From an optimization exercise on the open Yosys and OpenROAD flow, aimed at small area, a short achievable clock period and few clock cycles per item; shortcuts taken in it are not production practice. At most, simulation tests tie the RTL to the original design; equivalence was not proved.

==> flow/design.v (excerpt) <==
module grid_mesh_index_generator_unit (
   input  logic                              clock,
   input  logic                              reset,
   input  logic                              req_tvalid,
   output logic                              req_tready,
   input  logic [gmig_pkg::REQ_DATA_W-1:0]   req_tdata,    
   output logic                              rsp_tvalid,
   input  logic                              rsp_tready,
   output logic [gmig_pkg::RSP_DATA_W-1:0]   rsp_tdata,
   output logic [gmig_pkg::RSP_USER_W-1:0]   rsp_tuser,    
   output logic                              rsp_tlast,
   input  logic                              csr_valid,
   output logic                              csr_ready,
   input  logic [gmig_pkg::CSR_INDEX_W-1:0]  csr_index,
   input  gmig_pkg::cfg_type                 csr_wdata
);
clock: 8.0 ns
lec_check: 0
abc_area: 1
cap_margin: 20
core_margin: 2
core_utilization: 40
place_density: 0.6
setup_slack_margin: 3.5
slew_margin: 20
run.sh (not shown) runs the stock make flow with config.mk's settings and CLKGATE_MAP_FILE= SYNTH_SCRIPT=/design/flow/synth_recipe.tcl, a recipe that flattens the netlist after the stock synthesis.
Edit:
--- a/flow/design.v
+++ b/flow/design.v
@@ -40,45 +40,38 @@
    function automatic logic in_range(input logic [12:0] v);
       in_range = (v != 13'd0) && (!v[12] || (v[11:0] == 12'd0));
    endfunction
    gmig_pkg::cfg_type x_ff, r_ff, l_ff;
    logic [3:0] lgx_ff, lgr_ff, lgl_ff;
    logic       rgx_ff, rgr_ff, rgl_ff;
    logic       x1_ff, r1_ff, l1_ff;
    logic       good_ff, ambig_ff;
-   logic       wx, wr, wl, wany;
-   logic [3:0] w_lg, lgx_n, lgr_n, lgl_n, s_a;
-   logic [4:0] pair_x, pair_r, pair_l, s_b;
+   logic       wx, wr, wl;
+   logic [3:0] w_lg, lgx_n, lgr_n, lgl_n;
    logic       w_rg, w_1, rgx_n, rgr_n, rgl_n, x1_n, r1_n, l1_n, range_n;
    logic [5:0] s_n;
    always_comb begin
       wx    = csr_write && (csr_index == 2'd0);
       wr    = csr_write && (csr_index == 2'd1);
       wl    = csr_write && (csr_index == 2'd2);
-      wany  = wx || wr || wl;
       w_lg  = lg(csr_wdata);
       w_rg  = in_range(csr_wdata);
       w_1   = (csr_wdata == 13'd1);
       lgx_n = wx ? w_lg : lgx_ff;
       lgr_n = wr ? w_lg : lgr_ff;
       lgl_n = wl ? w_lg : lgl_ff;
       rgx_n = wx ? w_rg : rgx_ff;
       rgr_n = wr ? w_rg : rgr_ff;
       rgl_n = wl ? w_rg : rgl_ff;
       x1_n  = wx ? w_1 : x1_ff;
       r1_n  = wr ? w_1 : r1_ff;
       l1_n  = wl ? w_1 : l1_ff;
       range_n = rgx_n && rgr_n && rgl_n && !(r1_n && !l1_n);
-      pair_x = 5'(lgr_ff) + 5'(lgl_ff);
-      pair_r = 5'(lgx_ff) + 5'(lgl_ff);
-      pair_l = 5'(lgx_ff) + 5'(lgr_ff);
-      s_a    = wany ? w_lg : lgx_ff;
-      s_b    = wr ? pair_r : (wl ? pair_l : pair_x);
-      s_n    = 6'(s_a) + 6'(s_b);
+      s_n     = 6'(lgx_n) + 6'(lgr_n) + 6'(lgl_n);
    end
    always_ff @(posedge clock) begin
       if (reset) begin
          x_ff     <= 13'd2;
          r_ff     <= 13'd1;
          l_ff     <= 13'd1;
          lgx_ff   <= 4'd1;
          lgr_ff   <= 4'd0;
@@ -373,70 +366,65 @@
    end
    always_ff @(posedge clock) begin
       if (take) begin
          first_ff <= restart ? 1'b1 : (first_ff && !cap_q);
       end
    end
    idx_t ob, od;
    assign ob = ra + 24'(e_ff);
-   assign od = rc + 24'({e_ff[12:1], e_ff[0] & cnt2_ff});
+   assign od = rc + 24'(e_ff);
    always_ff @(posedge clock) begin
       if (take && !restart && cap_q) begin
          q_ff <= ob;
       end else if (chk_run && chk_xfer) begin
          q_ff <= ra;
       end
    end
-   logic [2:0] ext_n, ext_tot;
-   logic       cout_ff;
-   assign ext_n   = {ext_ff[1:0], ra[23]} + {1'b0, cout_ff, 1'b0};
-   assign ext_tot = ext_ff + 3'(cout_ff);
+   logic [2:0] ext_n;
+   assign ext_n = {ext_ff[1:0], ra[23]} + 3'(sum_a[24]);
    always_ff @(posedge clock) begin
       if (reset || csr_hit) begin
          chk_run    <= 1'b0;
          chk_fin    <= 1'b0;
          exact_done <= 1'b0;
          exact_ok   <= 1'b0;
       end else if (chk_fin) begin
          chk_fin    <= 1'b0;
          exact_done <= 1'b1;
-         exact_ok   <= (ext_tot == 3'd0) || ((ext_tot == 3'd1) && (ra == '0));
+         exact_ok   <= (ext_ff == 3'd0) || ((ext_ff == 3'd1) && (ra == '0));
       end else if (!chk_run) begin
          if (stall && !rsp_valid_ff && !exact_done) begin
             chk_run   <= 1'b1;
             chk_stage <= 1'b0;
             chk_xfer  <= 1'b1;
             chk_idx   <= 4'd12;
             ext_ff    <= 3'd0;
-            cout_ff   <= 1'b0;
          end
       end else if (chk_xfer) begin
          chk_xfer <= 1'b0;
-         cout_ff  <= 1'b0;
-         if (ext_tot != 3'd0) begin
+         if (ext_ff != 3'd0) begin
             chk_run    <= 1'b0;
             exact_done <= 1'b1;
             exact_ok   <= 1'b1;
          end
       end else begin
          ext_ff  <= ext_n;
-         cout_ff <= sum_a[24];
          chk_idx <= chk_idx - 4'd1;
          if (chk_idx == 4'd0) begin
             if (!chk_stage) begin
                chk_stage <= 1'b1;
                chk_xfer  <= 1'b1;
                chk_idx   <= 4'd12;
             end else begin
                chk_run <= 1'b0;
                chk_fin <= 1'b1;
             end
          end
       end
    end
    assign rsp_tvalid = rsp_valid_ff;
    assign rsp_tdata  = {5'd0, cnt2_ff, cnt1_ff, 1'b0,
-                        ob & {24{cnt2_ff}}, rc, od, rc, ob, ra};
+                        ob & {24{cnt2_ff}}, rc, od & {24{cnt2_ff}}, rc, ob, ra};
    assign rsp_tuser  = {st_bad_ff, st_exh_ff};
    assign rsp_tlast  = last_ff;
 endmodule
 `default_nettype wire
Routed wire length rose by 3.8%.
Global-route usage increases by 0.84 points.
Die area went down by 0.51%.
Worst setup slack gets better by 34 ps.
Sequential cell count shrinks by 1.
Final cell count climbs by 2.4%.
Design area came out higher by 2.2%.
Area after synthesis shrinks by 0.52%.
First-iteration DRC count went up by 3.4%.
Testbench counts after the change, summed over its fixed seeds: cycles 23,230, items 23,024.
For the first run of this note, only the layout was checked, not whether the RTL still works.

-- re-timing with driven ports --
No port has a modelled driver above. Below, the same layouts with a new extraction and two added sets of constraints. Step 1 (the two cells are an assumption about what drives the block):
set clk [get_ports {clock}]
set_driving_cell -lib_cell sky130_fd_sc_hd__clkbuf_16 $clk
set_driving_cell -lib_cell sky130_fd_sc_hd__buf_2 [delete_from_list [all_inputs] $clk]
Step 2 times the ports against the registers' clock, not the clock port: input delays grow and output delays shrink by t, the midpoint of the rising clock arrivals with the driver on. Slacks: no drivers / after step 1 / after step 2; pairs: no drivers / after step 1.
run	t, ns	slack for setup (ns)	slew at the worst register clock pin (ns)	cell pins on the clock port's net
the first run	0.639	3.112 / 3.050 / 3.109	0.07 / 0.07	1
the second run	0.641	3.146 / 3.084 / 2.995	0.07 / 0.07	1
After both steps every run listed still meets setup and hold. The setup slack of the second run, which loses most, moves by -0.062 ns with the drivers and by -0.151 ns with both steps.
